Background: an optimization exercise with open tools, aiming at small area. Do not read the settings as production practice. Only simulation tests tie the RTL to the original design; equivalence was not proved.

--- flow/flow/run.sh ---
#!/bin/bash
# Own layout flow: the standard ORFS layout, with an area-oriented synthesis (ripple
# adders left to ABC, no half/full-adder cell extraction, an area ABC script) and minimum-size
# port buffers. Each tool's output goes to its own log file in this folder.
set -euo pipefail
W=$(pwd)
# Synthesis script: the standard flow's own, with the ABC mapping script replaced by flow/area.abc.
{
  head -n 1 synth_recipe.tcl
  cat <<EOT
proc abc {args} {
  set i [lsearch -exact \$args -script]
  if { \$i >= 0 } { set args [lreplace \$args \$i [expr {\$i + 1}] -script $W/flow/area.abc] }
  yosys abc {*}\$args
}
EOT
  tail -n +2 synth_recipe.tcl
} > my_synth.tcl
bash standard.sh synth SYNTH_SCRIPT=$W/my_synth.tcl ADDER_MAP_FILE= SYNTH_OPERATIONS_ARGS=-noshare \
  > synth.log 2>&1
bash standard.sh finish SYNTH_SCRIPT=$W/my_synth.tcl ADDER_MAP_FILE= SYNTH_OPERATIONS_ARGS=-noshare \
  "BUFFER_PORTS_ARGS=-buffer_cell sky130_fd_sc_hd__buf_1" \
  "CTS_ARGS=-sink_clustering_enable -repair_clock_nets -dont_use_dummy_load -buf_list sky130_fd_sc_hd__clkbuf_4 -sink_clustering_size 8 -sink_clustering_max_diameter 35" \
  > layout.log 2>&1
--- flow/flow/area.abc ---
strash; dc2; drw; drf; dc2; strash; dch -f; amap; strash; dc2; drw; drf; dc2; strash; dch -f; amap
--- flow/standard.sh ---
#!/bin/bash
# synth_recipe.tcl (not shown) runs the flow's synth.tcl, then flattens the netlist and writes it again
# the make line also repeats each setting of config.mk as NAME=value (left out here)
make -C /OpenROAD-flow-scripts/flow DESIGN_CONFIG=/design/flow/config.mk WORK_HOME=/design/flow/orfs CLKGATE_MAP_FILE= SYNTH_SCRIPT=/design/flow/synth_recipe.tcl "${@:-finish}"
--- flow/config.mk ---
export PLATFORM = sky130hd
export DESIGN_NAME = pst_brain_core
export DESIGN_NICKNAME = pst_brain_core
export VERILOG_FILES = /design/flow/design.v
export SDC_FILE = /design/flow/constraint.sdc
export NUM_CORES = 4
export LEC_CHECK = 0
export CAP_MARGIN = 20
export CORE_MARGIN = 2
export CORE_UTILIZATION = 70
export GPL_TIMING_DRIVEN = 0
export SLEW_MARGIN = 20
--- flow/constraint.sdc ---
create_clock -name core_clock -period 50.0 [get_ports {clk}]
set_input_delay 10.0000 -clock core_clock [delete_from_list [all_inputs] [get_ports {clk}]]
set_output_delay 10.0000 -clock core_clock [all_outputs]
set_load 0.01 [all_outputs]
--- flow/design.v ---
module pst_brain_core (
  input  logic       clk,
  input  logic       rst,
  input  logic [7:0] cur0,
  input  logic [7:0] cur1,
  input  logic [7:0] cur2,
  input  logic [7:0] cur3,
  output logic [7:0] phase0,
  output logic [7:0] phase1,
  output logic [7:0] phase2,
  output logic [7:0] phase3,
  output logic [2:0] winner,
  output logic [7:0] winner_score,
  output logic [7:0] winner_rel,
  output logic [7:0] w_ab,
  output logic [7:0] w_ac,
  output logic [7:0] w_ad,
  output logic [7:0] w_bc,
  output logic [7:0] w_bd,
  output logic [7:0] w_cd,
  output logic [7:0] seq_slot_A,
  output logic [7:0] seq_slot_B,
  output logic       seq_force_valid,
  output logic [7:0] seq_force_pred,
  output logic [7:0] pred_out,
  output logic [7:0] pred_err,
  output logic       reward_out,
  output logic [2:0] gamma_cnt,
  output logic [2:0] theta_cnt,
  output logic       theta_tick,
  output logic       episode_last,
  output logic [2:0] ep_winner,
  output logic [3:0] ep_strength,
  output logic       ep_valid,
  output logic       exploit_mode,
  output logic       explore_mode,
  output logic [1:0] confidence_level,
  output logic       err_explore,
  output logic       delta_tick,
  output logic [2:0] topic_winner,
  output logic [2:0] topic_strength,
  output logic       topic_valid
);
  logic [7:0] r_cnt;
  logic [7:0] r_val [4];
  logic [3:0] r_spk;
  logic [7:0] r_phase [4];
  logic [6:0] r_wh [6];           
  logic [2:0] r_winner;
  logic [7:0] r_win_score, r_win_rel, r_slot_a, r_slot_b, r_pred, r_pred_err;
  logic       r_reward, r_rw1, r_rw2, r_hi1, r_hi2, r_err_explore;
  logic [1:0] r_conf;
  logic [2:0] r_gamma_cnt, r_theta_cnt;
  logic [2:0] r_win_cnt [6];
  logic [2:0] r_eph [3];           
  logic [2:0] r_ep_winner, r_topic_winner, r_topic_strength;
  logic [3:0] r_ep_strength;
  logic [7:0] w_cur [4];
  assign w_cur[0] = cur0;
  assign w_cur[1] = cur1;
  assign w_cur[2] = cur2;
  assign w_cur[3] = cur3;
  logic w_first, w_gamma_end, w_explore, w_ep_valid, w_topic_valid;
  assign w_first       = (r_cnt == 8'd0);
  assign w_gamma_end   = (r_cnt == 8'd255);
  assign w_ep_valid    = (r_ep_strength != 4'd0);
  assign w_topic_valid = (r_topic_strength != 3'd0);
  assign w_explore     = !r_conf[1] | r_err_explore;
  logic [8:0] w_sum [4];
  logic [3:0] w_spk_eff, w_fire;
  always_comb begin
    for (int c = 0; c < 4; c++) begin
      w_spk_eff[c] = !w_first && r_spk[c];
      w_sum[c]     = {1'b0, (w_first ? 8'd0 : r_val[c])} +
                     {1'b0, (w_gamma_end ? ~r_val[(c + 1) % 4] : (w_spk_eff[c] ? 8'd1 : w_cur[c]))} +
                     {8'd0, w_gamma_end};
      w_fire[c]    = !w_spk_eff[c] && (w_sum[c] >= 9'd200);
    end
  end
  always_ff @(posedge clk) begin
    for (int c = 0; c < 4; c++) begin
      r_spk[c] <= w_spk_eff[c] | w_fire[c];
      r_val[c] <= w_fire[c] ? 8'd1 : w_sum[c][7:0];
    end
  end
  function automatic logic [1:0] pair_a(input int p);
    case (p)
      0, 1, 2: pair_a = 2'd0;
      3, 4:    pair_a = 2'd1;
      default: pair_a = 2'd2;
    endcase
  endfunction
  function automatic logic [1:0] pair_b(input int p);
    case (p)
      0:       pair_b = 2'd1;
      1, 3:    pair_b = 2'd2;
      default: pair_b = 2'd3;
    endcase
  endfunction
  logic [7:0] w_rel [6];
  logic [7:0] w_score [6];
  logic [7:0] v_a, v_b, v_diff;
  logic       v_valid;
  logic [8:0] v_t;
  always_comb begin
    v_a = '0; v_b = '0; v_diff = '0; v_t = '0; v_valid = 1'b0;
    for (int p = 0; p < 6; p++) begin
      v_a      = r_val[pair_a(p)];
      v_b      = r_val[pair_b(p)];
      v_valid  = r_spk[pair_a(p)] && r_spk[pair_b(p)];
      case (p)
        0:       v_t = w_sum[0];
        3:       v_t = w_sum[1];
        5:       v_t = w_sum[2];
        2:       v_t = w_sum[3];
        default: v_t = {1'b0, v_a} + {1'b0, ~v_b} + 9'd1;
      endcase
      v_diff   = v_t[8] ? v_t[7:0] : (8'd0 - v_t[7:0]);
      w_rel[p] = v_valid ? ~v_diff : 8'd0;
      w_score[p] = {1'b0, w_rel[p][7:1]} + {3'd0, r_wh[p][6:2]} +
                   {5'd0, !w_explore && w_ep_valid && r_ep_winner == 3'(p),
                          !w_explore && w_topic_valid && r_topic_winner == 3'(p), 1'b0};
    end
  end
  logic [2:0] w_winner;
  logic [7:0] w_best, w_best_rel;
  logic       w_coh;
  assign w_coh = (w_best_rel >= 8'd235);
  logic [5:0] v_alive, w_win_oh;
  always_comb begin
    v_alive = 6'b111111;
    for (int k = 7; k >= 0; k--) begin
      w_best[k] = 1'b0;
      for (int p = 0; p < 6; p++) w_best[k] = w_best[k] | (v_alive[p] & w_score[p][k]);
      for (int p = 0; p < 6; p++) v_alive[p] = v_alive[p] & (w_score[p][k] | ~w_best[k]);
    end
    for (int p = 0; p < 6; p++) begin
      w_win_oh[p] = v_alive[p];
      for (int q = 0; q < p; q++) w_win_oh[p] = w_win_oh[p] & ~v_alive[q];
    end
    w_winner   = 3'd0;
    w_best_rel = 8'd0;
    for (int p = 0; p < 6; p++) begin
      if (w_win_oh[p]) w_winner = w_winner | 3'(p);
      w_best_rel = w_best_rel | (w_rel[p] & {8{w_win_oh[p]}});
    end
  end
  logic [7:0] w_err;
  logic       w_reward, w_hi_err;
  always_comb begin
    w_err    = (w_best > r_win_score) ? (w_best - r_win_score) : (r_win_score - w_best);
    w_reward = (w_err < 8'd5);
    w_hi_err = (w_err > 8'd5);
  end
  logic [6:0] w_wh_tog [6];
  logic       v_inc, v_dec;
  logic [6:0] v_ones, v_zero;
  always_comb begin
    v_inc = 1'b0; v_dec = 1'b0; v_ones = '0; v_zero = '0;
    for (int p = 0; p < 6; p++) begin
      v_inc = (w_winner == 3'(p)) && w_coh;
      v_dec = (w_winner != 3'(p)) && r_gamma_cnt[0];
      v_ones[0] = 1'b1;
      v_zero[0] = 1'b1;
      for (int i = 1; i < 7; i++) begin
        v_ones[i] = v_ones[i-1] && (i == 1 || r_wh[p][i-1]);
        v_zero[i] = v_zero[i-1] && !r_wh[p][i-1];
      end
      for (int i = 0; i < 7; i++)
        w_wh_tog[p][i] = (v_inc && i >= 1 && v_ones[i]) || (v_dec && v_zero[i] && (r_wh[p] != 7'd0));
      if (v_inc && r_wh[p] >= 7'd119) w_wh_tog[p] = r_wh[p] ^ 7'd120;
    end
  end
  logic [3:0] w_win_cnt_new [6];
  logic [2:0] w_ep_cnt_new  [6];
  logic [2:0] w_ep_win, w_topic_win, w_topic_str;
  logic [3:0] w_ep_str;
  logic [1:0] w_conf_new;
  logic [5:0] v_alw, v_ale;
  logic       v_oh;
  always_comb begin
    for (int p = 0; p < 6; p++)
      w_win_cnt_new[p] = {1'b0, r_win_cnt[p]} + ((w_winner == 3'(p)) ? 4'd1 : 4'd0);
    v_alw = 6'b111111;
    for (int k = 3; k >= 0; k--) begin
      w_ep_str[k] = 1'b0;
      for (int p = 0; p < 6; p++) w_ep_str[k] = w_ep_str[k] | (v_alw[p] & w_win_cnt_new[p][k]);
      for (int p = 0; p < 6; p++) v_alw[p] = v_alw[p] & (w_win_cnt_new[p][k] | ~w_ep_str[k]);
    end
    w_ep_win = 3'd0;
    for (int p = 0; p < 6; p++) begin
      v_oh = v_alw[p];
      for (int q = 0; q < p; q++) v_oh = v_oh & ~v_alw[q];
      if (v_oh) w_ep_win = w_ep_win | 3'(p);
    end
    for (int p = 0; p < 6; p++)
      w_ep_cnt_new[p] = 3'(w_ep_win == 3'(p)) + 3'(r_ep_winner == 3'(p)) + 3'(r_eph[0] == 3'(p)) +
                        3'(r_eph[1] == 3'(p)) + 3'(r_eph[2] == 3'(p));
    v_ale = 6'b111111;
    for (int k = 2; k >= 0; k--) begin
      w_topic_str[k] = 1'b0;
      for (int p = 0; p < 6; p++) w_topic_str[k] = w_topic_str[k] | (v_ale[p] & w_ep_cnt_new[p][k]);
      for (int p = 0; p < 6; p++) v_ale[p] = v_ale[p] & (w_ep_cnt_new[p][k] | ~w_topic_str[k]);
    end
    w_topic_win = 3'd0;
    for (int p = 0; p < 6; p++) begin
      v_oh = v_ale[p];
      for (int q = 0; q < p; q++) v_oh = v_oh & ~v_ale[q];
      if (v_oh) w_topic_win = w_topic_win | 3'(p);
    end
    w_conf_new = r_conf;
    if (w_ep_str >= 4'd7)      w_conf_new = (r_conf == 2'd3) ? 2'd3 : r_conf + 2'd1;
    else if (w_ep_str <= 4'd5) w_conf_new = (r_conf == 2'd0) ? 2'd0 : r_conf - 2'd1;
  end
  always_ff @(posedge clk or posedge rst) begin
    if (rst) begin
      r_cnt <= '0;
      for (int c = 0; c < 4; c++) r_phase[c] <= 8'd255;
      for (int p = 0; p < 6; p++) begin
        r_wh[p] <= 7'd64; r_win_cnt[p] <= '0;
      end
      r_winner <= '0; r_win_score <= '0; r_win_rel <= '0;
      r_slot_a <= 8'd0; r_slot_b <= 8'd213;
      r_pred <= '0; r_pred_err <= '0;
      r_reward <= 1'b0; r_rw1 <= 1'b0; r_rw2 <= 1'b0;
      r_hi1 <= 1'b0; r_hi2 <= 1'b0; r_err_explore <= 1'b0;
      r_gamma_cnt <= '0; r_theta_cnt <= '0; r_conf <= 2'd2;
      r_ep_winner <= '0; r_ep_strength <= '0; r_topic_winner <= '0; r_topic_strength <= '0;
    end else begin
      r_cnt <= r_cnt + 8'd1;
      if (w_gamma_end) begin
        for (int c = 0; c < 4; c++) r_phase[c] <= r_spk[c] ? ~r_val[c] : 8'd255;
        for (int p = 0; p < 6; p++) r_wh[p] <= r_wh[p] ^ w_wh_tog[p];
        r_winner    <= w_winner;
        r_win_score <= w_best;
        r_win_rel   <= w_best_rel;
        r_slot_a    <= w_score[0];
        r_slot_b    <= w_score[5];
        r_pred      <= r_win_score;
        r_pred_err  <= w_err;
        r_reward    <= w_reward;
        r_rw1       <= r_reward;
        r_rw2       <= r_rw1;
        r_hi1       <= w_hi_err;
        r_hi2       <= r_hi1;
        if (w_reward)                          r_err_explore <= 1'b0;
        else if (w_hi_err && r_hi1 && r_hi2)   r_err_explore <= 1'b1;
        r_gamma_cnt <= r_gamma_cnt + 3'd1;
        if (r_gamma_cnt == 3'd7) begin
          for (int p = 0; p < 6; p++) r_win_cnt[p] <= '0;
          r_ep_winner   <= w_ep_win;
          r_ep_strength <= w_ep_str;
          r_conf        <= w_conf_new;
          if (r_theta_cnt == 3'd4) begin
            r_theta_cnt <= '0;
            r_topic_winner   <= w_topic_win;
            r_topic_strength <= w_topic_str;
          end else begin
            r_theta_cnt <= r_theta_cnt + 3'd1;
          end
        end else begin
          for (int p = 0; p < 6; p++) r_win_cnt[p] <= w_win_cnt_new[p][2:0];
        end
      end
    end
  end
  always_ff @(posedge clk)
    if (w_gamma_end && r_gamma_cnt == 3'd7) begin
      r_eph[0] <= r_ep_winner;
      r_eph[1] <= r_eph[0];
      r_eph[2] <= r_eph[1];
    end
  logic w_tick, w_force_valid;
  assign w_tick        = w_first && (r_gamma_cnt == 3'd0);
  assign w_force_valid = r_rw1 && (r_reward || r_rw2);
  assign phase0 = r_phase[0];
  assign phase1 = r_phase[1];
  assign phase2 = r_phase[2];
  assign phase3 = r_phase[3];
  assign winner = r_winner;
  assign winner_score = r_win_score;
  assign winner_rel   = r_win_rel;
  assign w_ab = {r_wh[0], 1'b0};
  assign w_ac = {r_wh[1], 1'b0};
  assign w_ad = {r_wh[2], 1'b0};
  assign w_bc = {r_wh[3], 1'b0};
  assign w_bd = {r_wh[4], 1'b0};
  assign w_cd = {r_wh[5], 1'b0};
  assign seq_slot_A      = r_slot_a;
  assign seq_slot_B      = r_slot_b;
  assign seq_force_valid = w_force_valid;
  assign seq_force_pred  = w_force_valid ? r_pred : 8'd0;
  assign pred_out        = r_pred;
  assign pred_err        = r_pred_err;
  assign reward_out      = r_reward;
  assign gamma_cnt       = r_gamma_cnt;
  assign theta_cnt       = r_theta_cnt;
  assign theta_tick      = w_tick && w_ep_valid;
  assign episode_last    = (r_gamma_cnt == 3'd7);
  assign ep_winner       = r_ep_winner;
  assign ep_strength     = r_ep_strength;
  assign ep_valid        = w_ep_valid;
  assign exploit_mode    = (r_conf == 2'd3);
  assign explore_mode    = w_explore;
  assign confidence_level = r_conf;
  assign err_explore     = r_err_explore;
  assign delta_tick      = w_tick && (r_theta_cnt == 3'd0) && w_topic_valid;
  assign topic_winner    = r_topic_winner;
  assign topic_strength  = r_topic_strength;
  assign topic_valid     = w_topic_valid;
endmodule
==> out/results.ini, run 1 <==
[sta]
final_max_slew_viol_count=0
rsz0062_at_grt=false
timing.final.crit_period_ps=33280
fmax_mhz=30.05
setup_viol=0
hold_viol_final=0
finClkSkew_ps=84.85
relSlewSlack_pct=26.30
tightest_slew_ps=1103
setup_tns_ps=0
min_period_over_period_pct=66.56

[die]
ioPinCount=204
fp.coreArea_um2=20960
start_util_pct=71.05
std_cell_rows=53
fp.dieArea_um2=22450
fp.dieH_um=149.8
die_w_um=149.8

[synthesis]
syn_area_per_cell_um2=6.964
synth_seq_cells=223
synth_top_area_cell=dfrtp_1
synth-simple-area-share_pct=25.07
synth_top_family_by_area=compound AO/OA/AOI/OAI gates
muxShareOfSynthArea_pct=0
yosysMostFrequentCell=nor2_1
syn_inst=2138
netlist_area_um2=14890
synth_edf_count=9
yosys-top-cells-count=nor2_1 (450), nand2_1 (300), o21ai_0 (245), clkinv_1 (234), a21oi_1 (174)
synthAdderAreaFrac_pct=0
synth-xor-area-share_pct=0
synth_cell_types=54
ys.flop_type=dfrtp_1
synthTopCellsByArea=dfrtp_1 (23%), nor2_1 (11%), o21ai_0 (8.2%), dfstp_2 (7.8%), nand2_1 (7.6%)
yosysSeqAreaShare_pct=36.94
synth_top_area_share_pct=22.52
yosysWarnings=13
synthArstFlopShare_pct=79.82
synth_compound_area_share_pct=31.76

[worst_setup_path]
rrSetupSlack_ps=23660
crit_arrival_ps=33830
crit_path_end=r_topic_winner[0]$_DFFE_PP0P_
critPathKind=input port to flop
max_stage_delay_ps=880
reg2reg_from=r_cnt[7]$_DFF_PP0_
crit_path_end_kind=flop
cp_data_required_time_ps=50550
crit_slowest_cell=nor3_1
crit_path_max_fanout=9
worstReg2RegEnd=r_topic_winner[0]$_DFFE_PP0P_
crit_top_cell=nand2_1
critPathLaunch=cur0[0]
r2r_cells=123
start_kind=input port

[layout]
stdcell_area_um2=16560
layout.area.seq_um2=5500
multi_input_area_um2=8532
nFillCells=1484
syn2layout_area_growth_pct=11.25
fin_nets=2432
drive_gt1_share_pct=4.841

[drt]
route.vias.total=17770
via_per_inst=6.651
firstDrtPassIters=9
antenna_left=0
drc=0
drt_iter0_drc=1988
wl_per_cell_um=19.25
routed_wl_um=51440

[global_routing]
grt_pass1_vias=16030
grt-ovfl-total=0
grt_usage_pct=44.85
grt_max_degree=83
grt_first_pass_wirelength_um=79780
antenna_found_initial=1

[clock_network]
root_buffer=clkbuf_4
cts.sinks=223
cts-buffers-inserted=43
clk_pin_slew_ps=80
postCtsSetupBuffers=0
cts_hold_buf=0
cts_max_level=2
cts_tree=done
worstSkewPairLatency_ps=680
clock_path_buffers=3
post_cts_resized=0

[run_status]
outcome=finished clean

[placement]
gp_congestion=1.009
portBuffers=197
dp_hpwl_um=39600
dpl_cell_area_um2=16220

[job]
maxCapViolCount=0

[worst_hold_path]
hp-class=flop to flop

[worst min-delay path by stage]
stage | startpoint | end | slack (ps) | cells after the start
global route | r_spk[1]$_DFF_P_ | r_phase[1][0]$_DFFE_PP1P_ | 450 | 1
global placement | r_rw2$_DFFE_PP0P_ | r_rw2$_DFFE_PP0P_ | 460 | 2
floorplan | r_spk[1]$_DFF_P_ | r_phase[1][0]$_DFFE_PP1P_ | 400 | 1
finish | r_spk[1]$_DFF_P_ | r_phase[1][0]$_DFFE_PP1P_ | 460 | 1
CTS | r_spk[1]$_DFF_P_ | r_phase[1][0]$_DFFE_PP1P_ | 440 | 1
detailed placement | r_spk[1]$_DFF_P_ | r_phase[1][0]$_DFFE_PP1P_ | 470 | 1
[through the flow]
stage,std cells,util [%],setup slack (ps),hold slack [ps]
after detailed placement,2628,77.41,16110,473.5
after floorplan,2143,-,20710,396.1
after CTS,2671,78.95,16710,441.0
after global routing,2672,79.04,14650,448.4
final,2672,79.04,16720,456.1
after global placement,2615,76.31,13530,459.1
[state kept, by name, indices dropped and copies added (netlist names), 9 cells and up]
register,cells
r_phase,32
r_win_cnt,18
r_eph,9
r_wh,42
r_val,32
[routing by layer]
metal  share of wire, %  global-route usage [%]
met2                 44                   70.55
met1                 37                   59.51
met3                 14                   10.24
met5                  0                       0
met4                4.7                   19.62
[logic make-up after synthesis]
group / Yosys count
simple gates: 910
buf+inv: 240
other cells: 1
compound gates: 764
flops: 223
[critical path: cells and delay by family]
family / cells / cell delay, ps
simple gates: 59 / 10460
compound gates: 44 / 10240
buf+inv: 14 / 3140
[final cells by class]
type / count / area share (%)
timing repair buffer: 210 / 5.605
sequential: 223 / 33.21
clock buffer: 43 / 1.949
antenna: 1 / 0.01511
tap: 275 / 2.077
multi-input combinational: 1680 / 51.51
inverter: 234 / 5.363
buffer: 6 / 0.2719
[placed cells by master (no fill, tap or decap), types with 5 or more instances in the layout]
| master | synthesis | layout |
|---|---|---|
| conb_1 | 1 | 6 |
| o211ai_1 | 6 | 6 |
| o21a_1 | 66 | 66 |
| edfxtp_1 | 9 | 9 |
| a22o_1 | 11 | 11 |
| nand2_1 | 300 | 299 |
| or2_0 | 16 | 16 |
| a31oi_1 | 10 | 10 |
| or3_1 | 16 | 16 |
| o221ai_1 | 21 | 21 |
| o22a_1 | 31 | 31 |
| clkbuf_4 | 0 | 43 |
| buf_2 | 0 | 5 |
| a211oi_1 | 28 | 28 |
| and3_1 | 6 | 6 |
| buf_4 | 6 | 8 |
| a22oi_1 | 21 | 21 |
| o21ai_0 | 245 | 242 |
| dfstp_2 | 44 | 44 |
| nor4_1 | 12 | 11 |
| a211o_1 | 9 | 9 |
| nor2_1 | 450 | 450 |
| a21oi_1 | 174 | 174 |
| buf_16 | 0 | 5 |
| nor2b_1 | 10 | 10 |
| dfxtp_1 | 36 | 36 |
| o22ai_1 | 83 | 83 |
| clkinv_1 | 234 | 232 |
| and2_0 | 8 | 8 |
| nor3_1 | 51 | 51 |
| a21o_1 | 6 | 6 |
| dfrtp_1 | 134 | 134 |
| a221oi_1 | 6 | 6 |
| buf_1 | 0 | 197 |
| nand3_1 | 29 | 29 |
| a31o_1 | 13 | 13 |
==> run 2, diff against run 1 <==
--- a/flow/flow/run.sh
+++ b/flow/flow/run.sh
@@ -22,3 +22,3 @@
   "BUFFER_PORTS_ARGS=-buffer_cell sky130_fd_sc_hd__buf_1" \
-  "CTS_ARGS=-sink_clustering_enable -repair_clock_nets -dont_use_dummy_load -buf_list sky130_fd_sc_hd__clkbuf_4 -sink_clustering_size 8 -sink_clustering_max_diameter 35" \
+  "CTS_ARGS=-sink_clustering_enable -repair_clock_nets -dont_use_dummy_load -buf_list sky130_fd_sc_hd__clkbuf_8 -sink_clustering_size 18 -sink_clustering_max_diameter 50" \
   > layout.log 2>&1
==> flow/flow/area.abc (replaced) <==
strash; dc2; drw; drf; dc2; strash; &get -n; &deepsyn -T 120; &put; dch -f; amap; mfs -a; strash; dch -f; amap
--- a/flow/config.mk
+++ b/flow/config.mk
@@ -9,4 +9,3 @@
 export CORE_MARGIN = 2
-export CORE_UTILIZATION = 70
-export GPL_TIMING_DRIVEN = 0
+export CORE_UTILIZATION = 60
 export SLEW_MARGIN = 20
==> run 2 against run 1 <==
Still clean on timing, DRC and antenna. Final area decreased by 0.99%. Hold slack improved by 29 ps. Clock-buffer cell count down 16. Global-route usage down 4.9 points. Die area grew 15%. Final cell count grew 0.45%. Critical path depth decreased by 5. Setup slack improved by 15 ps. Maximum frequency about the same. Register-to-register slack improved by 420 ps.
==> out/results.ini, run 2 <==
[synthesis]
synthArstFlopShare_pct=79.82  ; unchanged
synth-simple-area-share_pct=26.24  ; +1.2 points
syn_area_per_cell_um2=6.954  ; -0.13%
synth_top_family_by_area=compound AO/OA/AOI/OAI gates
synth_top_area_cell=dfrtp_1
synthTopCellsByArea=dfrtp_1 (23%), nor2_1 (12%), o21ai_0 (8.5%), dfstp_2 (7.8%), clkinv_1 (6.5%)
syn_inst=2123  ; -0.70%
yosysWarnings=13  ; unchanged
synth_compound_area_share_pct=29.58  ; -2.2 points
yosysMostFrequentCell=nor2_1
synth-xor-area-share_pct=0.05932  ; +0.059 points
synth_top_area_share_pct=22.71  ; +0.19 points
synthAdderAreaFrac_pct=0  ; unchanged
yosysSeqAreaShare_pct=37.25  ; +0.31 points
synth_seq_cells=223  ; unchanged
synth_cell_types=53  ; -1.9%
netlist_area_um2=14760  ; -0.83%
synth_edf_count=9  ; unchanged
yosys-top-cells-count=nor2_1 (487), clkinv_1 (257), o21ai_0 (252), nand2_1 (195), a21oi_1 (180)
muxShareOfSynthArea_pct=0  ; unchanged
ys.flop_type=dfrtp_1

[drt]
drt_iter0_drc=2109  ; +6.1%
wl_per_cell_um=19.68  ; +2.2%
routed_wl_um=52820  ; +2.7%
firstDrtPassIters=7  ; -2
via_per_inst=6.327  ; -4.9%
drc=0  ; unchanged
route.vias.total=16980  ; -4.4%
antenna_left=0  ; unchanged

[clock_network]
post_cts_resized=0  ; unchanged
cts_max_level=1  ; -1
clk_pin_slew_ps=80  ; about the same
cts-buffers-inserted=27  ; -37%
worstSkewPairLatency_ps=610  ; -70 ps
root_buffer=clkbuf_8
cts_tree=done
clock_path_buffers=3  ; unchanged
cts.sinks=223  ; unchanged
cts_hold_buf=0  ; unchanged
postCtsSetupBuffers=0  ; unchanged

[global_routing]
grt_usage_pct=39.96  ; -4.9 points
grt_first_pass_wirelength_um=82300  ; +3.2%
grt_max_degree=103  ; +24%
grt-ovfl-total=0  ; unchanged
antenna_found_initial=0  ; -1
grt_pass1_vias=15360  ; -4.1%

[sta]
setup_tns_ps=0  ; unchanged
layout_setup_ws_ps=16740  ; +14.90 ps
fmax_mhz=30.06  ; about the same
final_max_slew_viol_count=0  ; unchanged
hold_viol_final=0  ; unchanged
setup_viol=0  ; unchanged
relSlewSlack_pct=16.68  ; -9.6 points
finClkSkew_ps=69.80  ; -15.05 ps
tightest_slew_ps=1218  ; +115.7 ps
timing.final.crit_period_ps=33270  ; -14.90 ps
rsz0062_at_grt=false
min_period_over_period_pct=66.53  ; about the same

[placement]
dp_slack_ps=16840  ; +727.9 ps
gp_congestion=1.041  ; +3.2%
portBuffers=197  ; unchanged
dp_hpwl_um=41400  ; +4.5%

[die]
start_util_pct=60.89  ; -10 points
die_w_um=160.9  ; +7.4%
fp.dieH_um=160.9  ; +7.4%
ioPinCount=204  ; unchanged
std_cell_rows=57  ; +7.5%
fp.coreArea_um2=24250  ; +16%
fp.dieArea_um2=25880  ; +15%

[layout]
nFillCells=2146  ; +45%
fin_nets=2396  ; -1.5%
top_regs=r_wh x42, r_phase x32, r_val x32
utilization_pct=67.63  ; -11 points
largest_register=r_wh
syn2layout_area_growth_pct=11.08
antenna_cells=0  ; -1
drive_gt1_share_pct=3.771  ; -1.1 points
largest_register_ffs=42  ; unchanged
final_cell_mix=nor2_1 (487), clkinv_1 (255), o21ai_0 (251)
layout_commonest_cell=nor2_1

[worst_setup_path]
crit_buf_inv=12  ; -2
rrSetupSlack_ps=24080  ; +420 ps
start_kind=input port
crit_slowest_cell=o21ai_0
critPathTopFamily=simple AND/OR/NAND/NOR gates
max_stage_delay_ps=720  ; -160 ps
crit_path_max_fanout=9  ; unchanged
critPathKind=input port to flop
crit_path_end_kind=flop
cp_data_required_time_ps=50520  ; -30 ps
crit_top_cell=nor2_1
crit_arrival_ps=33780  ; -50 ps

[job]
maxCapViolCount=0  ; unchanged

[run_status]
outcome=finished clean

[worst_hold_path]
hp-class=flop to flop

[run 2: routing by layer]
metal / vias up / share of wire [%] / GRT usage, %
met5: - / 0 / 0
met4: 0 / 4.1 / 14.37
met3: 186 / 12 / 8.187
met2: 1023 / 44 / 64.12
met1: 7803 / 39 / 53.88
li1: 7971 / - / -
[run 2: tightest hold or removal path, delay by kind of cell (launching register included)]
| kind | cells | cell delay, ps |
|---|---|---|
| DFF | 1 | 370 |
| AOI/OAI and AO/OA | 1 | 70 |
| and+or+nand+nor | 1 | 40 |
[run 2: final timing paths]
check	from	endpoint	depth (start not counted)
max	cur3[0]	r_topic_winner[0]$_DFFE_PP0P_	112
min	r_slot_b[6]$_DFFE_PP1P_	r_slot_b[6]$_DFFE_PP1P_	2
max reg2reg	r_cnt[7]$_DFF_PP0_	r_topic_winner[0]$_DFFE_PP0P_	115
min reg2reg	r_slot_b[6]$_DFFE_PP1P_	r_slot_b[6]$_DFFE_PP1P_	2
max in group asynchronous	rst	r_phase[0][0]$_DFFE_PP1P_	4
min in group asynchronous	rst	r_wh[2][3]$_DFFE_PP0P_	2
[run 2: logic make-up after synthesis]
| kind of cell | Yosys count |
|---|---|
| AND/OR/NAND/NOR | 910 |
| AO/OA/AOI/OAI | 725 |
| buffers and inverters | 263 |
| flip-flops | 223 |
| XOR/XNOR | 1 |
| other | 1 |
[run 2: layout make-up]
| class | instances | area, um^2 | share of cell area, % |
|---|---|---|---|
| multi-input combinational | 1642 | 8287 | 50.53 |
| sequential | 223 | 5500 | 33.54 |
| inverter | 257 | 970.9 | 5.920 |
| timing repair buffer | 211 | 864.6 | 5.272 |
| tap | 324 | 405.4 | 2.472 |
| clock buffer | 27 | 371.6 | 2.266 |
[run 2: stage by stage]
step                hold WS (ps)  cell area (um^2)  instances
finish                     485.0             16400       2684
global placement           459.0             16000       2656
global route               513.8             16400       2684
floorplan                  444.7             14780       2128
CTS                        485.9             16370       2683
detailed placement         472.7             16000       2656
==> run 3, diff against run 2 <==
--- a/flow/design.v
+++ b/flow/design.v
@@ -63,4 +63,4 @@
   logic w_first, w_gamma_end, w_explore, w_ep_valid, w_topic_valid;
-  assign w_first       = (r_cnt == 8'd0);
-  assign w_gamma_end   = (r_cnt == 8'd255);
+  assign w_first       = (r_cnt == 8'h00);
+  assign w_gamma_end   = (r_cnt == 8'h80);
   assign w_ep_valid    = (r_ep_strength != 4'd0);
@@ -229,3 +229,3 @@
     end else begin
-      r_cnt <= r_cnt + 8'd1;
+      r_cnt <= {r_cnt[6:0], r_cnt[7] ^ r_cnt[5] ^ r_cnt[4] ^ r_cnt[3] ^ (r_cnt[6:0] == 7'd0)};
       if (w_gamma_end) begin
--- a/flow/flow/run.sh
+++ b/flow/flow/run.sh
@@ -22,3 +22,3 @@
   "BUFFER_PORTS_ARGS=-buffer_cell sky130_fd_sc_hd__buf_1" \
-  "CTS_ARGS=-sink_clustering_enable -repair_clock_nets -dont_use_dummy_load -buf_list sky130_fd_sc_hd__clkbuf_8 -sink_clustering_size 18 -sink_clustering_max_diameter 50" \
+  "CTS_ARGS=-sink_clustering_enable -repair_clock_nets -dont_use_dummy_load -buf_list sky130_fd_sc_hd__clkbuf_8 -sink_clustering_size 16 -sink_clustering_max_diameter 45" \
   > layout.log 2>&1
==> flow/flow/area.abc (replaced) <==
strash; dc2; drw; drf; dc2; strash; dch -f; amap; strash; dc2; drw; drf; dc2; strash; dch -f; amap
--- a/flow/config.mk
+++ b/flow/config.mk
@@ -7,5 +7,6 @@
 export LEC_CHECK = 0
-export CAP_MARGIN = 20
+export CAP_MARGIN = 0
 export CORE_MARGIN = 2
-export CORE_UTILIZATION = 60
-export SLEW_MARGIN = 20
+export CORE_UTILIZATION = 80
+export GPL_TIMING_DRIVEN = 0
+export SLEW_MARGIN = 0
==> run 3 against run 2 <==
The flow now stops in global placement. Area after synthesis up 0.69%. Synthesized cell count rose by 0.57%.
==> out/results.ini, run 3 <==
[synthesis]
synthTopCellsByArea=dfrtp_1 (23%), nor2_1 (11%), o21ai_0 (8.4%), dfstp_2 (7.8%), nand2_1 (7.2%)
synth_top_area_cell=dfrtp_1
yosysWarnings=13  ; unchanged
synthArstFlopShare_pct=79.82  ; unchanged
yosysSeqAreaShare_pct=37.00  ; -0.25 points
netlist_area_um2=14870  ; +0.69%
synth_edf_count=9  ; unchanged
yosys-top-cells-count=nor2_1 (438), nand2_1 (284), o21ai_0 (250), clkinv_1 (246), a21oi_1 (178)
synth_cell_types=54  ; +1.9%
synth_seq_cells=223  ; unchanged
ys.flop_type=dfrtp_1
syn_inst=2135  ; +0.57%
synth_top_area_share_pct=22.56  ; -0.15 points
yosysMostFrequentCell=nor2_1
syn_area_per_cell_um2=6.963  ; +0.12%

[placement]
portBuffers=197  ; unchanged

[die]
ioPinCount=204  ; unchanged
die_w_um=140.3  ; -13%
start_util_pct=82.19  ; +21 points
std_cell_rows=49  ; -14%
fp.dieH_um=140.3  ; -13%

[run_status]
haltStage=global placement
outcome=aborted with a tool error
first-error=[ERROR GPL-0301] Utilization 101.758 % exceeds 100%.

[run 3: kinds of logic after synthesis]
| group | Yosys count | synth area share, % |
|---|---|---|
| AO/OA/AOI/OAI | 759 | 31.35 |
| buffers and inverters | 252 | 6.515 |
| other | 1 | 0.02523 |
| flip-flops | 223 | 37.00 |
| XOR/XNOR | 1 | 0.05893 |
| AND/OR/NAND/NOR | 899 | 25.05 |
==> run 4, diff against run 3 <==
--- a/flow/flow/run.sh
+++ b/flow/flow/run.sh
@@ -22,3 +22,3 @@
   "BUFFER_PORTS_ARGS=-buffer_cell sky130_fd_sc_hd__buf_1" \
-  "CTS_ARGS=-sink_clustering_enable -repair_clock_nets -dont_use_dummy_load -buf_list sky130_fd_sc_hd__clkbuf_8 -sink_clustering_size 16 -sink_clustering_max_diameter 45" \
+  "CTS_ARGS=-sink_clustering_enable -repair_clock_nets -dont_use_dummy_load -buf_list sky130_fd_sc_hd__clkbuf_16 -sink_clustering_size 24 -sink_clustering_max_diameter 70" \
   > layout.log 2>&1
--- a/flow/config.mk
+++ b/flow/config.mk
@@ -9,3 +9,3 @@
 export CORE_MARGIN = 2
-export CORE_UTILIZATION = 80
+export CORE_UTILIZATION = 70
 export GPL_TIMING_DRIVEN = 0
==> run 4 against run 3 <==
Area after synthesis unchanged. Synthesized cell count unchanged. The run now finishes clean.
==> out/results.ini, run 4 <==
[sta]
setup_tns_ps=0
relSlewSlack_pct=23.25
hold_viol_final=0
rsz0062_at_grt=false
tightest_slew_ps=1139
fmax_mhz=30.27
min_period_over_period_pct=66.07
timing.final.crit_period_ps=33030
layout_setup_ws_ps=16970
whs_ps=378.6
setup_viol=0
final_max_slew_viol_count=0
finClkSkew_ps=44.57

[global_routing]
grtUsageMet3_pct=8.354
grt-ovfl-total=0
antenna_found_initial=2
grt_pass1_vias=15300
met1_usage_pct=54.20
grt_usage_pct=42.31
grtUsageMet2_pct=69.79
grt_max_degree=121
grt_first_pass_wirelength_um=75760
busiest_layer=met2

[clock_network]
cts_hold_buf=0
clock_path_buffers=3
root_buffer=clkbuf_16
cts.sinks=223
post_cts_resized=0
cts-buffers-inserted=15
cts_tree=done
clk_pin_slew_ps=90
worstSkewPairLatency_ps=510
cts_max_level=1
postCtsSetupBuffers=0

[worst_setup_path]
cp_data_required_time_ps=50430
reg2reg_from=r_cnt[5]$_DFF_PP0_
critPathKind=input port to flop
max_stage_delay_ps=820
crit_arrival_ps=33470
crit_path_max_fanout=9
crit_path_end_kind=flop
worstReg2RegEnd=r_topic_winner[0]$_DFFE_PP0P_
crit_slowest_cell=nor4_1
r2r_cells=129
crit_top_cell=nand2_1
start_kind=input port
rrSetupSlack_ps=23790

[synthesis]
synth_top_area_cell=dfrtp_1
synth_cell_types=54  ; unchanged
synthTopCellsByArea=dfrtp_1 (23%), nor2_1 (11%), o21ai_0 (8.4%), dfstp_2 (7.8%), nand2_1 (7.2%)
synth_top_area_share_pct=22.56  ; unchanged
yosysSeqAreaShare_pct=37.00  ; unchanged
yosysMostFrequentCell=nor2_1
syn_area_per_cell_um2=6.963  ; unchanged
synthArstFlopShare_pct=79.82  ; unchanged
yosys-top-cells-count=nor2_1 (438), nand2_1 (284), o21ai_0 (250), clkinv_1 (246), a21oi_1 (178)
synth_edf_count=9  ; unchanged
synth_seq_cells=223  ; unchanged
netlist_area_um2=14870  ; unchanged
ys.flop_type=dfrtp_1
yosysWarnings=13  ; unchanged
syn_inst=2135  ; unchanged

[drt]
via_per_inst=6.469
route.vias.total=17020
antenna_left=0
firstDrtPassIters=12
wl_per_cell_um=18.37
drt_iter0_drc=1722
routed_wl_um=48340
drc=0

[placement]
dp_slack_ps=17740
dp_cells=2615
portBuffers=197  ; unchanged
gp_congestion=1.017
dpl_cell_area_um2=16080
dp_hpwl_um=37240

[die]
start_util_pct=70.94  ; -11 points
fp.dieH_um=149.7  ; +6.7%
fp.dieArea_um2=22420
die_w_um=149.7  ; +6.7%
ioPinCount=204  ; unchanged
fp.coreArea_um2=20960
std_cell_rows=53  ; +8.2%

[worst_hold_path]
hold_start=r_cnt[2]$_DFF_PP0_
hp-class=flop to flop
min_to=r_cnt[3]$_DFF_PP0_
min_path_cells=0

[layout]
utilization_pct=78.52
stdcell_count=2631
syn2layout_area_growth_pct=10.68
largest_register=r_wh
largest_register_ffs=42
final_cell_mix=nor2_1 (437), nand2_1 (283), o21ai_0 (250)
top_regs=r_wh x42, r_phase x32, r_val x32
fin_nets=2391
stdcell_area_um2=16450
drive_gt1_share_pct=3.057
layout_commonest_cell=nor2_1
nFillCells=1554

[run_status]
outcome=finished clean

[job]
maxCapViolCount=0

==> run 4: cell counts after synthesis <==
No cell type changed its count.
==> run 4: cells by family (layout without fill, tap and decap cells) <==
kind of cell	count (synthesis)	after routing	synth area share, %
AO/OA/AOI/OAI	759	759	31.35
XOR/XNOR	1	1	0.05893
buffers and inverters	252	467	6.515
flip-flops	223	223	37.00
other	1	7	0.02523
AND/OR/NAND/NOR	899	899	25.05
==> run 4: worst max-delay path, delay by kind of cell <==
family / cells / cell delay, ps
and+or+nand+nor: 67 / 11030
AOI/OAI and AO/OA: 42 / 9150
buffers and inverters: 12 / 3250
==> run 4: worst max path at each step <==
stage / startpoint / to / slack (ps) / depth (start not counted)
after floorplan: cur3[0] / r_topic_winner[0]$_DFFE_PP0P_ / 22950 / 125
after detailed placement: cur3[0] / r_topic_winner[2]$_DFFE_PP0P_ / 17740 / 119
after global routing: cur3[0] / r_topic_winner[1]$_DFFE_PP0P_ / 14670 / 124
after CTS: cur3[0] / r_topic_winner[2]$_DFFE_PP0P_ / 18120 / 119
final: cur3[0] / r_topic_winner[0]$_DFFE_PP0P_ / 16970 / 121
after global placement: cur3[0] / r_topic_winner[0]$_DFFE_PP0P_ / 17860 / 122
==> run 4: final cells by class <==
cell class / instances / area, um^2 / area share, %
antenna: 1 / 2.502 / 0.01521
buffer: 6 / 45.04 / 0.2738
clock buffer: 15 / 375.4 / 2.281
inverter: 246 / 933.4 / 5.673
multi-input combinational: 1665 / 8431 / 51.24
sequential: 223 / 5500 / 33.43
tap: 275 / 344.1 / 2.091
timing repair buffer: 200 / 822.0 / 4.996
==> run 4: routing by layer <==
layer  share of wire, %  wire (um)  vias up
li1                   -          -     8014
met1                 37      17980     7728
met2                 46      22070     1055
met3                 12       5814      221
met4                5.1       2465        2
met5              0.023         11        -
==> run 5, diff against run 4 <==
--- a/flow/flow/run.sh
+++ b/flow/flow/run.sh
@@ -22,3 +22,3 @@
   "BUFFER_PORTS_ARGS=-buffer_cell sky130_fd_sc_hd__buf_1" \
-  "CTS_ARGS=-sink_clustering_enable -repair_clock_nets -dont_use_dummy_load -buf_list sky130_fd_sc_hd__clkbuf_16 -sink_clustering_size 24 -sink_clustering_max_diameter 70" \
+  "CTS_ARGS=-sink_clustering_enable -repair_clock_nets -dont_use_dummy_load -buf_list sky130_fd_sc_hd__clkbuf_8 -sink_clustering_size 14 -sink_clustering_max_diameter 60" \
   > layout.log 2>&1
==> run 5 against run 4 <==
Still clean on timing, DRC and antenna. Routed wire length is 0.21% higher. Final area is 0.46% lower. Sequential cell count stayed put. Clock skew is 3.9 ps higher. Clock-buffer cell count is 7 higher. Register-to-register slack better by 150 ps. Critical endpoint unchanged.
==> out/results.ini, run 5 <==
[run_status]
outcome=finished clean

[clock_network]
clk_pin_slew_ps=80  ; about the same
cts-buffers-inserted=22  ; +7
cts_max_level=1  ; unchanged
post_cts_resized=0  ; unchanged
clock_path_buffers=3  ; unchanged
worstSkewPairLatency_ps=560  ; +50 ps
root_buffer=clkbuf_8
cts_hold_buf=0  ; unchanged
postCtsSetupBuffers=0  ; unchanged
cts_tree=done
cts.sinks=223  ; unchanged

[layout]
antenna_cells=0  ; -1
top_regs=r_wh x42, r_phase x32, r_val x32
utilization_pct=78.16  ; -0.36 points
syn2layout_area_growth_pct=10.18
final_cell_mix=nor2_1 (437), nand2_1 (283), o21ai_0 (250)
layout.area.seq_um2=5500  ; unchanged
drive_gt1_share_pct=3.345  ; +0.29 points
layout_commonest_cell=nor2_1
multi_input_area_um2=8431  ; unchanged
fin_nets=2398  ; +0.29%
nFillCells=1576  ; +1.4%
largest_register_ffs=42  ; unchanged
stdcell_area_um2=16380  ; -0.46%
largest_register=r_wh

[placement]
gp_congestion=1.017  ; unchanged
dp_hpwl_um=37240  ; unchanged
dpl_cell_area_um2=16080  ; unchanged
portBuffers=197  ; unchanged

[job]
maxCapViolCount=0  ; unchanged

[worst_setup_path]
crit_arrival_ps=33280  ; -190 ps
crit_slowest_cell=nor4_1
cp_data_required_time_ps=50460  ; +30 ps
crit_path_end_kind=flop
critPathKind=input port to flop
start_kind=input port
crit_top_cell=nand2_1
crit_path_max_fanout=9  ; unchanged
max_stage_delay_ps=830  ; about the same

[synthesis]
syn_inst=2135  ; unchanged
yosysWarnings=13  ; unchanged
synth_cell_types=54  ; unchanged
yosysSeqAreaShare_pct=37.00  ; unchanged
synth_edf_count=9  ; unchanged
synth_top_area_share_pct=22.56  ; unchanged
ys.flop_type=dfrtp_1
yosys-top-cells-count=nor2_1 (438), nand2_1 (284), o21ai_0 (250), clkinv_1 (246), a21oi_1 (178)
yosysMostFrequentCell=nor2_1
syn_area_per_cell_um2=6.963  ; unchanged
synth_seq_cells=223  ; unchanged
synth_top_area_cell=dfrtp_1
synthArstFlopShare_pct=79.82  ; unchanged
netlist_area_um2=14870  ; unchanged
synthTopCellsByArea=dfrtp_1 (23%), nor2_1 (11%), o21ai_0 (8.4%), dfstp_2 (7.8%), nand2_1 (7.2%)

[die]
die_w_um=149.7  ; unchanged
start_util_pct=70.94  ; unchanged
ioPinCount=204  ; unchanged
fp.dieH_um=149.7  ; unchanged
fp.dieArea_um2=22420  ; unchanged
fp.coreArea_um2=20960  ; unchanged
std_cell_rows=53  ; unchanged

[sta]
fmax_mhz=30.47  ; +0.65%
final_max_slew_viol_count=0  ; unchanged
finClkSkew_ps=48.42  ; +3.852 ps
min_period_over_period_pct=65.64  ; -0.42 points
setup_viol=0  ; unchanged
setup_tns_ps=0  ; unchanged
rsz0062_at_grt=false
timing.final.crit_period_ps=32820  ; -212.0 ps
hold_viol_final=0  ; unchanged
relSlewSlack_pct=23.22  ; -0.034 points
tightest_slew_ps=1140  ; +0.4970 ps

[global_routing]
grt_first_pass_wirelength_um=75920  ; +0.22%
grt_usage_pct=42.50  ; +0.19 points
antenna_found_initial=0  ; -2
grt_max_degree=121  ; unchanged
grt_pass1_vias=15380  ; +0.46%
grt-ovfl-total=0  ; unchanged

[drt]
via_per_inst=6.439  ; -0.47%
antenna_left=0  ; unchanged
drc=0  ; unchanged
routed_wl_um=48440  ; +0.21%
drt_iter0_drc=1690  ; -1.9%
firstDrtPassIters=7  ; -5
route.vias.total=16980  ; -0.24%
wl_per_cell_um=18.37  ; about the same

[worst_hold_path]
hp-class=flop to flop

==> run 5: cell counts after synthesis <==
No cell type changed its count.
==> run 5: final timing paths <==
check                                                end  cells past startpoint  slack, ps          startpoint
setup / recovery           r_topic_winner[0]$_DFFE_PP0P_                    121      17180             cur3[0]
hold / removal                        r_cnt[3]$_DFF_PP0_                      0        380  r_cnt[2]$_DFF_PP0_
setup reg to reg           r_topic_winner[0]$_DFFE_PP0P_                    129      23940  r_cnt[4]$_DFF_PP0_
hold reg to reg                       r_cnt[3]$_DFF_PP0_                      0        380  r_cnt[2]$_DFF_PP0_
max in group asynchronous     r_theta_cnt[0]$_DFFE_PP0P_                      3      39470                 rst
min in group asynchronous        r_slot_a[6]$_DFFE_PP0P_                      2       9550                 rst
==> run 5: cell type report <==
class                      count  share of cell area (%)
buffer                         6                  0.2750
inverter                     246                   5.699
timing repair buffer         200                   5.019
sequential                   223                   33.58
clock buffer                  22                   1.849
tap                          275                   2.101
multi-input combinational   1665                   51.47
==> run 5: cell families after synthesis <==
family | Yosys count | share of synthesized area, %
other | 1 | 0.02523
buffers and inverters | 252 | 6.515
xor gates and xnor gates | 1 | 0.05893
and+or+nand+nor | 899 | 25.05
DFF | 223 | 37.00
AOI/OAI and AO/OA | 759 | 31.35
==> run 5: stage by stage <==
stage / hold WS [ps] / setup WS [ps] / instances
after floorplan: 354.8 / 22950 / 2140
after detailed placement: 360.2 / 17740 / 2615
after global placement: 357.4 / 17860 / 2612
after global routing: 392.6 / 14820 / 2637
after CTS: 380.0 / 18220 / 2637
final: 379.1 / 17180 / 2637
==> run 5: critical path: cells and delay by family <==
kind	cells	cell delay, ps
AOI/OAI and AO/OA	42	9080
buffers and inverters	12	3210
and+or+nand+nor	67	10970
==> run 5: layer usage <==
metal  share of wire [%]  wire, um  vias to the layer above  GRT usage [%]
met2                  46     22130                     1032          69.82
li1                    -         -                     8043              -
met4                 5.0      2409                        0          18.44
met5                   0         0                        -              0
met3                  11      5527                      210          8.171
met1                  38     18370                     7694          55.00
==> run 6, diff against run 5 <==
--- a/flow/flow/run.sh
+++ b/flow/flow/run.sh
@@ -22,3 +22,3 @@
   "BUFFER_PORTS_ARGS=-buffer_cell sky130_fd_sc_hd__buf_1" \
-  "CTS_ARGS=-sink_clustering_enable -repair_clock_nets -dont_use_dummy_load -buf_list sky130_fd_sc_hd__clkbuf_8 -sink_clustering_size 14 -sink_clustering_max_diameter 60" \
+  "CTS_ARGS=-sink_clustering_enable -repair_clock_nets -dont_use_dummy_load -buf_list sky130_fd_sc_hd__clkbuf_2 -sink_clustering_size 6 -sink_clustering_max_diameter 30" \
   > layout.log 2>&1
==> run 6 against run 5 <==
Routed wire length rose by 0.89%. Critical endpoint is now r_topic_winner[2]$_DFFE_PP0P_. First-iteration DRC count increased by 16%. Final cell count grew 1.3%. Critical path type unchanged. Largest cell class unchanged. Synthesized cell count is the same.
==> out/results.ini, run 6 <==
[job]
maxCapViolCount=0  ; unchanged

[die]
ioPinCount=204  ; unchanged
start_util_pct=70.94  ; unchanged
fp.dieArea_um2=22420  ; unchanged
die_w_um=149.7  ; unchanged
fp.coreArea_um2=20960  ; unchanged
std_cell_rows=53  ; unchanged
fp.dieH_um=149.7  ; unchanged

[worst_setup_path]
crit_path_end_kind=flop
crit_path_max_fanout=9  ; unchanged
crit_slowest_cell=nor4_1
critPathKind=input port to flop
max_stage_delay_ps=810  ; -20 ps
start_kind=input port
crit_arrival_ps=33390  ; +110 ps
crit_top_cell=nand2_1
reg2reg_from=r_cnt[5]$_DFF_PP0_
rrSetupSlack_ps=23750  ; -190 ps
worstReg2RegEnd=r_topic_winner[2]$_DFFE_PP0P_
cp_data_required_time_ps=50710  ; +250 ps
r2r_cells=126  ; -2.3%

[global_routing]
grt_pass1_vias=15710  ; +2.2%
grt_max_degree=121  ; unchanged
grt_first_pass_wirelength_um=76680  ; +1.0%
antenna_found_initial=3  ; +3
grt_usage_pct=42.89  ; +0.38 points
grt-ovfl-total=0  ; unchanged

[clock_network]
cts.sinks=223  ; unchanged
root_buffer=clkbuf_2
worstSkewPairLatency_ps=900  ; +340 ps
postCtsSetupBuffers=0  ; unchanged
clock_path_buffers=3  ; unchanged
cts_max_level=2  ; +1
post_cts_resized=0  ; unchanged
clk_pin_slew_ps=100  ; +20 ps
cts_tree=done
cts-buffers-inserted=55  ; +150%
cts_hold_buf=0  ; unchanged

[sta]
final_max_slew_viol_count=0  ; unchanged
setup_viol=0  ; unchanged
relSlewSlack_pct=17.63  ; -5.6 points
fmax_mhz=30.60  ; +0.42%
timing.final.crit_period_ps=32680  ; -138.5 ps
min_period_over_period_pct=65.37  ; -0.28 points
tightest_slew_ps=1223  ; +82.95 ps
rsz0062_at_grt=false
hold_viol_final=0  ; unchanged
setup_tns_ps=0  ; unchanged
whs_ps=381.9  ; +2.790 ps
finClkSkew_ps=134.7  ; +86.33 ps

[layout]
syn2layout_area_growth_pct=10.01
nFillCells=1602  ; +1.6%
multi_input_area_um2=8431  ; unchanged
stdcell_area_um2=16350  ; -0.15%
largest_register=r_wh
drive_gt1_share_pct=4.676  ; +1.3 points
final_cell_mix=nor2_1 (437), nand2_1 (283), o21ai_0 (250)
layout.area.seq_um2=5500  ; unchanged
layout_commonest_cell=nor2_1
largest_register_ffs=42  ; unchanged
fin_nets=2431  ; +1.4%
utilization_pct=78.04  ; -0.12 points
top_regs=r_wh x42, r_phase x32, r_val x32

[placement]
portBuffers=197  ; unchanged
dpl_cell_area_um2=16080  ; unchanged
dp_hpwl_um=37240  ; unchanged
gp_congestion=1.017  ; unchanged

[drt]
routed_wl_um=48870  ; +0.89%
route.vias.total=17170  ; +1.1%
wl_per_cell_um=18.30  ; -0.39%
drt_iter0_drc=1964  ; +16%
firstDrtPassIters=12  ; +5
drc=0  ; unchanged
antenna_left=0  ; unchanged
via_per_inst=6.427  ; -0.18%

[synthesis]
synth_top_area_share_pct=22.56  ; unchanged
synthTopCellsByArea=dfrtp_1 (23%), nor2_1 (11%), o21ai_0 (8.4%), dfstp_2 (7.8%), nand2_1 (7.2%)
yosysMostFrequentCell=nor2_1
synthArstFlopShare_pct=79.82  ; unchanged
synth_seq_cells=223  ; unchanged
synth_top_area_cell=dfrtp_1
synth_cell_types=54  ; unchanged
yosysSeqAreaShare_pct=37.00  ; unchanged
yosysWarnings=13  ; unchanged
syn_inst=2135  ; unchanged
yosys-top-cells-count=nor2_1 (438), nand2_1 (284), o21ai_0 (250), clkinv_1 (246), a21oi_1 (178)
netlist_area_um2=14870  ; unchanged
syn_area_per_cell_um2=6.963  ; unchanged
ys.flop_type=dfrtp_1
synth_edf_count=9  ; unchanged

[worst_hold_path]
hold_start=r_cnt[2]$_DFF_PP0_
min_to=r_cnt[3]$_DFF_PP0_
hp-class=flop to flop
min_path_cells=0  ; unchanged

[run_status]
outcome=finished clean

run 6: kinds of logic after synthesis:
kind of cell    share of synthesized area [%]
other cells                           0.02523
simple gates                            25.05
flops                                   37.00
compound gates                          31.35
buf+inv                                 6.515
xor+xnor                              0.05893
run 6: metrics by stage:
| stage | std cells | setup WS (ps) |
|---|---|---|
| finish | 2671 | 17320 |
| CTS | 2670 | 18500 |
| global route | 2671 | 15040 |
| detailed placement | 2615 | 17740 |
| floorplan | 2140 | 22950 |
| global placement | 2612 | 17860 |
run 6: worst max path at each step:
stage,from,endpoint,slack (ps),cells after the start
detailed placement,cur3[0],r_topic_winner[2]$_DFFE_PP0P_,17740,119
floorplan,cur3[0],r_topic_winner[0]$_DFFE_PP0P_,22950,125
finish,cur3[0],r_topic_winner[2]$_DFFE_PP0P_,17320,118
global placement,cur3[0],r_topic_winner[0]$_DFFE_PP0P_,17860,122
CTS,cur3[0],r_topic_winner[2]$_DFFE_PP0P_,18500,119
global route,cur3[0],r_topic_winner[1]$_DFFE_PP0P_,15040,124
run 6: area by class of cell:
type	count	share of cell area, %
sequential	223	33.63
tap	275	2.104
inverter	246	5.708
timing repair buffer	200	5.027
clock buffer	55	1.683
antenna	1	0.01530
buffer	6	0.2754
multi-input combinational	1665	51.55
run 6: routing by layer:
layer | wire length (um) | GRT usage, % | up-vias
met2 | 22570 | 70.48 | 1093
met4 | 2219 | 19.39 | 4
met1 | 18200 | 53.92 | 7749
met5 | 23 | 0 | -
li1 | - | - | 8115
met3 | 5851 | 10.12 | 206
run 6: worst max-delay path, delay by kind of cell:
| kind | cells | cell delay [ps] |
|---|---|---|
| compound gates | 40 | 8980 |
| buf+inv | 12 | 3230 |
| simple gates | 66 | 11140 |
==> run 7, diff against run 6 <==
--- a/flow/flow/run.sh
+++ b/flow/flow/run.sh
@@ -22,3 +22,3 @@
   "BUFFER_PORTS_ARGS=-buffer_cell sky130_fd_sc_hd__buf_1" \
-  "CTS_ARGS=-sink_clustering_enable -repair_clock_nets -dont_use_dummy_load -buf_list sky130_fd_sc_hd__clkbuf_2 -sink_clustering_size 6 -sink_clustering_max_diameter 30" \
+  "CTS_ARGS=-sink_clustering_enable -repair_clock_nets -dont_use_dummy_load -buf_list sky130_fd_sc_hd__clkbuf_8 -sink_clustering_size 16 -sink_clustering_max_diameter 45" \
   > layout.log 2>&1
==> flow/flow/area.abc (replaced) <==
strash; dc2; drw; drf; dc2; strash; &get -n; &deepsyn -T 120; &put; dch -f; amap; mfs -a; strash; dch -f; amap
==> run 7 against run 6 <==
Routed wire length is 1.8% higher. Non-clock buffer count is 1 higher. Clock skew is 71 ps lower. Highest routed layer is now met4.
==> out/results.ini, run 7 <==
[synthesis]
yosys-top-cells-count=nor2_1 (388), nand2_1 (261), o21ai_0 (261), clkinv_1 (233), a21oi_1 (160)
synth_cell_types=52  ; -3.7%
yosysSeqAreaShare_pct=37.63  ; +0.63 points
ys.flop_type=dfrtp_1
synth_top_area_share_pct=22.94  ; +0.38 points
synth_top_area_cell=dfrtp_1
netlist_area_um2=14620  ; -1.7%
synth_seq_cells=223  ; unchanged
syn_inst=2061  ; -3.5%
yosysWarnings=13  ; unchanged
synth_edf_count=9  ; unchanged
synthTopCellsByArea=dfrtp_1 (23%), nor2_1 (10%), o21ai_0 (8.9%), dfstp_2 (7.9%), nand2_1 (6.7%)
syn_area_per_cell_um2=7.092  ; +1.9%
yosysMostFrequentCell=nor2_1
synthArstFlopShare_pct=79.82  ; unchanged

[sta]
rsz0062_at_grt=false
setup_tns_ps=0  ; unchanged
fmax_mhz=28.73  ; -6.1%
min_period_over_period_pct=69.62  ; +4.3 points
timing.final.crit_period_ps=34810  ; +2126 ps
layout_setup_ws_ps=15190  ; -2126 ps
setup_viol=0  ; unchanged
hold_viol_final=0  ; unchanged
final_max_slew_viol_count=0  ; unchanged
relSlewSlack_pct=9.068  ; -8.6 points
finClkSkew_ps=63.57  ; -71.18 ps
tightest_slew_ps=1330  ; +107.0 ps

[drt]
firstDrtPassIters=13  ; +1
drt_iter0_drc=2179  ; +11%
route.vias.total=17110  ; -0.36%
drc=0  ; unchanged
routed_wl_um=49750  ; +1.8%
antenna_left=0  ; unchanged
wl_per_cell_um=19.41  ; +6.1%
via_per_inst=6.674  ; +3.8%

[clock_network]
cts_tree=done
postCtsSetupBuffers=0  ; unchanged
worstSkewPairLatency_ps=600  ; -300 ps
cts-buffers-inserted=26  ; -53%
cts_max_level=1  ; -1
cts_hold_buf=0  ; unchanged
clk_pin_slew_ps=110  ; about the same
root_buffer=clkbuf_8
clock_path_buffers=3  ; unchanged
post_cts_resized=0  ; unchanged
cts.sinks=223  ; unchanged

[worst_setup_path]
critPathKind=input port to flop
cp_data_required_time_ps=50450  ; -260 ps
crit_top_cell=o21ai_0
worstReg2RegEnd=r_topic_winner[2]$_DFFE_PP0P_
crit_buf_inv=12  ; unchanged
r2r_cells=124  ; -1.6%
rrSetupSlack_ps=21700  ; -2050 ps
crit_slowest_cell=nor2_1
crit_arrival_ps=35260  ; +1870 ps
critPathTopFamily=compound AO/OA/AOI/OAI gates
start_kind=input port
crit_path_end_kind=flop
max_stage_delay_ps=730  ; -80 ps
reg2reg_from=r_cnt[3]$_DFF_PP0_
crit_path_max_fanout=9  ; unchanged

[die]
std_cell_rows=52  ; -1.9%
fp.dieArea_um2=22050  ; -1.6%
start_util_pct=71.77  ; +0.83 points
fp.dieH_um=148.5  ; -0.82%
ioPinCount=204  ; unchanged
fp.coreArea_um2=20360  ; -2.8%
die_w_um=148.5  ; -0.82%

[layout]
drive_gt1_share_pct=3.707  ; -0.97 points
largest_register_ffs=42  ; unchanged
nFillCells=1454  ; -9.2%
multi_input_area_um2=8232  ; -2.4%
antenna_cells=0  ; -1
top_regs=r_wh x42, r_phase x32, r_val x32
layout.area.seq_um2=5500  ; unchanged
fin_nets=2329  ; -4.2%
final_cell_mix=nor2_1 (388), o21ai_0 (261), nand2_1 (260)
layout_commonest_cell=nor2_1
stdcell_count=2563  ; -4.0%
largest_register=r_wh
syn2layout_area_growth_pct=10.74

[run_status]
outcome=finished clean

[placement]
dp_cells=2537  ; -3.0%
portBuffers=197  ; unchanged
gp_congestion=1.000  ; -1.6%
dp_slack_ps=15950  ; -1787 ps
dp_hpwl_um=38120  ; +2.4%

[worst_hold_path]
hp-class=flop to flop
hold_start=r_cnt[1]$_DFF_PP0_
min_path_cells=0  ; unchanged
min_to=r_cnt[2]$_DFF_PP0_

[global_routing]
grt_pass1_vias=15590  ; -0.74%
grt_usage_pct=44.49  ; +1.6 points
grt_first_pass_wirelength_um=78180  ; +2.0%
antenna_found_initial=0  ; -3
grt-ovfl-total=0  ; unchanged
grt_max_degree=129  ; +6.6%

[job]
maxCapViolCount=0  ; unchanged

==> run 7: worst reg2reg max path, delay by kind of cell (launching register included) <==
| kind | cells | cell delay (ps) |
|---|---|---|
| flops | 1 | 410 |
| simple gates | 52 | 9750 |
| compound gates | 59 | 14050 |
| buf+inv | 13 | 3920 |
==> run 7: metrics by stage <==
stage / utilization, % / hold WS [ps] / area (um^2)
floorplan: - / 347.6 / 14640
global placement: 77.16 / 355.2 / 15710
detailed placement: 77.70 / 361.9 / 15820
CTS: 79.45 / 344.1 / 16180
global route: 79.49 / 353.9 / 16190
finish: 79.49 / 337.7 / 16190
==> run 7: how the worst max path moves through the flow <==
stage	start	end	slack, ps	depth (start not counted)
4_1_cts	cur3[0]	r_topic_winner[2]$_DFFE_PP0P_	16310	121
5_1_grt	cur3[0]	r_topic_winner[2]$_DFFE_PP0P_	12700	122
3_5_place_dp	cur3[0]	r_topic_winner[2]$_DFFE_PP0P_	15950	119
2_1_floorplan	cur3[0]	r_topic_winner[0]$_DFFE_PP0P_	21740	121
6_report	cur0[0]	r_topic_winner[2]$_DFFE_PP0P_	15190	121
3_3_place_gp	cur0[0]	r_topic_winner[0]$_DFFE_PP0P_	15700	122
==> run 7: per-layer routing <==
| metal | GRT usage [%] | wire [um] | vias up |
|---|---|---|---|
| li1 | - | - | 7845 |
| met1 | 59.32 | 18520 | 7740 |
| met2 | 71.11 | 22170 | 1281 |
| met3 | 9.755 | 6809 | 239 |
| met4 | 17.86 | 2252 | 0 |
| met5 | 0 | 0 | - |
==> run 7: cell type report <==
cell class | instances | area share [%]
inverter | 233 | 5.465
buffer | 6 | 0.2783
sequential | 223 | 33.98
multi-input combinational | 1604 | 50.85
clock buffer | 26 | 2.211
timing repair buffer | 201 | 5.125
tap | 270 | 2.087
==> run 7: cell families (layout without fill, tap and decap cells) <==
group / after synthesis / count (layout) / share of synthesized area, %
buffers and inverters: 239 / 466 / 6.292
AO/OA/AOI/OAI: 757 / 757 / 31.91
AND/OR/NAND/NOR: 840 / 840 / 24.08
other: 1 / 6 / 0.02566
XOR/XNOR: 1 / 1 / 0.05993
flip-flops: 223 / 223 / 37.63

## afterwards: timing with drivers on the ports
The flow's constraints put no driver on any port. The routed layouts listed below were extracted and timed again, unchanged, in two steps. Step 1, drivers: a clkbuf_16 drives clk and a buf_2 each remaining input, both assumed. Step 2 also shifts input and output timing later by t, the mid clock arrival at the registers, as if the neighbouring blocks saw the same clock. Three values: ideal ports, drivers, drivers and shift; two values: the first two.
| run | t, ns | setup slack, ns | worst data-port slew with drivers (ns) |
|---|---|---|---|
| run 1 | 0.687 | 16.720 / 16.740 / 16.053 | 0.04 |
| run 2 | 0.626 | 16.735 / 16.760 / 16.134 | 0.04 |
| run 4 | 0.537 | 16.967 / 16.995 / 16.458 | 0.03 |
| run 5 | 0.587 | 17.179 / 17.202 / 16.615 | 0.04 |
| run 6 | 0.877 | 17.317 / 17.341 / 16.464 | 0.04 |
| run 7 | 0.620 | 15.191 / 15.212 / 14.592 | 0.05 |
After both steps setup and hold are still met in every run listed. For run 6, which loses most, drivers alone change the setup slack by +0.024 ns; drivers and shift together by -0.853 ns.
